Background: an optimization exercise with open tools, aiming at small area. Do not read the settings as production practice.
The RTL was checked by simulation tests, not by an equivalence proof against the original design.
Power figures rest on the tool's default switching activity, not on a simulated workload.

run A:
==> flow/design.v (excerpt) <==
module branch_predictor #(
    parameter int ENTRIES = 64,
    parameter int TAG_W   = 8,
    parameter int GHR_W   = 6
) (
    input  logic             clk,
    input  logic             reset,
    input  logic [31:0]      IF_pc,
    output logic             pred_taken,
    output logic [31:0]      pred_target,
    output logic             pred_hit,
    output logic [GHR_W-1:0] pred_ghr,
    input  logic             upd_valid,
    input  logic [31:0]      upd_pc,
    input  logic             upd_taken,
    input  logic [31:0]      upd_target,
    input  logic             upd_is_cond,
    input  logic             upd_mispred,
    input  logic [GHR_W-1:0] upd_ghr,
    output logic [31:0]      mispred_cnt
);
Size in the first run: ~2800 flip-flops, ~180 I/O pins.
Settings: LEC_CHECK=0, CAP_MARGIN=20, CORE_MARGIN=2, CORE_UTILIZATION=70, CTS_BUF_LIST=sky130_fd_sc_hd__clkbuf_16, CTS_CLUSTER_DIAMETER=60, CTS_CLUSTER_SIZE=30, PLACE_DENSITY=0.78, SETUP_SLACK_MARGIN=0.0, SLEW_MARGIN=20, SYNTH_HIERARCHICAL=1, SYNTH_MINIMUM_KEEP_SIZE=0; clock period 7.0 ns.
run.sh (not shown) runs the stock make flow with config.mk's settings and CLKGATE_MAP_FILE= SYNTH_SCRIPT=/design/flow/synth_recipe.tcl, a recipe that flattens the netlist after the stock synthesis.
Status run A: flow complete, layout not clean - negative setup slack
### run A -> run B
diff --git a/flow/config.mk b/flow/config.mk
--- a/flow/config.mk
+++ b/flow/config.mk
@@ -9,8 +9,6 @@
 export CORE_MARGIN = 2
-export CORE_UTILIZATION = 70
-export CTS_BUF_LIST = sky130_fd_sc_hd__clkbuf_16
-export CTS_CLUSTER_DIAMETER = 60
-export CTS_CLUSTER_SIZE = 30
-export PLACE_DENSITY = 0.78
-export SETUP_SLACK_MARGIN = 0.0
+export CORE_UTILIZATION = 60
+export CTS_BUF_LIST = sky130_fd_sc_hd__clkbuf_4 sky130_fd_sc_hd__clkbuf_8
+export PLACE_DENSITY = 0.7
+export SETUP_SLACK_MARGIN = 0.1
 export SLEW_MARGIN = 20
==> comparison <==
Run B did not stop at any stage, and its layout met the timing, design-rule and antenna checks. Min clock share of power across run B and run A: run A. Delta (run B minus run A): number of clock-tree buffers in the layout went up 445; sequential cell fraction of total power went down 6.0 points; die area went up about 16%; count of plain and timing-repair buffers in the layout went down about 1.4%.


Another version of the RTL of branch_predictor (not shown whole).
Size: about 0.10 sq mm of cells after synthesis.
export LEC_CHECK = 0
export CAP_MARGIN = 10
export CORE_MARGIN = 2
export CORE_UTILIZATION = 60
export CTS_BUF_LIST = sky130_fd_sc_hd__clkbuf_8
export CTS_CLUSTER_DIAMETER = 55
export CTS_CLUSTER_SIZE = 18
export PLACE_DENSITY = 0.7
export SETUP_SLACK_MARGIN = 0.15
export SLEW_MARGIN = 10
export SYNTH_HIERARCHICAL = 1
export SYNTH_MINIMUM_KEEP_SIZE = 0
create_clock -name core_clock -period 7.0 [get_ports {clk}]
standard.sh (not shown) runs the stock make flow with config.mk's settings and CLKGATE_MAP_FILE= SYNTH_SCRIPT=/design/flow/synth_recipe.tcl, a recipe that flattens the netlist after the stock synthesis.
==> flow/flow/run.sh <==
#!/bin/bash
# The standard layout, with plain buffers on the ports and no CTS dummy loads.
set -euo pipefail
export BUFFER_PORTS_ARGS="-buffer_cell sky130_fd_sc_hd__buf_2"
export CTS_ARGS="-sink_clustering_enable -repair_clock_nets -dont_use_dummy_load -sink_clustering_size 18 -sink_clustering_max_diameter 55 -buf_list sky130_fd_sc_hd__clkbuf_8"
bash standard.sh > standard_flow.log 2>&1
Next try:
Settings changed: CAP_MARGIN 10 to 20, CORE_UTILIZATION 60 to 65, PLACE_DENSITY 0.7 to 0.75, SLEW_MARGIN 10 to 20.
Outcome:
- core utilization climbs by 5.1 points
- clock skew climbs by 0.018 ns
- total power drops by 0.35%
- cell area drops by 0.46%
- via count climbs by 1.0%
Next try:
Settings changed: CORE_UTILIZATION 65 to 60, PLACE_DENSITY 0.75 to 0.7.
Outcome: Flip-flop and latch count does not change. Count of clock-buffer cells in the layout is higher by 2. Area after synthesis is unchanged. Synthesized cell count stays the same. Sequential power is about the same. Global-route usage is lower by 2.3 points. Routed wire length is higher slightly. Cell area is higher slightly. Sequential share of layout area is lower by 0.36 points. Critical path depth is lower by 1. Die area is higher by a little under a tenth.

==> re-timing with driven ports <==
No port has a modelled driver above. Below, the same layouts with a new extraction and two added sets of constraints.
Step 1, drivers: a clkbuf_16 drives clk and a buf_2 each remaining input, both assumed.
Step 2 times the ports against the registers' clock, not the clock port: input delays grow and output delays shrink by t, the midpoint of the rising clock arrivals with the driver on.
a / b / c = ideal ports / drivers / drivers and shift; a / b = the first two.
run | shift t [ns] | setup WS [ns] | clock arrival spread, ns | cell pins on the clock port's net
run A | 0.902 | -0.111 / -0.139 / -0.139 | 0.038 / 0.038 | 1
run B | 1.150 | 0.145 / -0.015 / -0.015 | 0.098 / 0.098 | 1
the first run of note 2 | 1.046 | 0.215 / 0.113 / 0.113 | 0.105 / 0.105 | 1
the second run of note 2 | 1.026 | 0.212 / 0.125 / 0.125 | 0.107 / 0.107 | 1
the third run of note 2 | 1.044 | 0.258 / 0.159 / 0.159 | 0.109 / 0.109 | 1
Met with ideal ports but missed after step 2: setup timing in run B. The setup slack of run B, which loses most, moves by -0.160 ns with the drivers and by -0.160 ns with both steps.
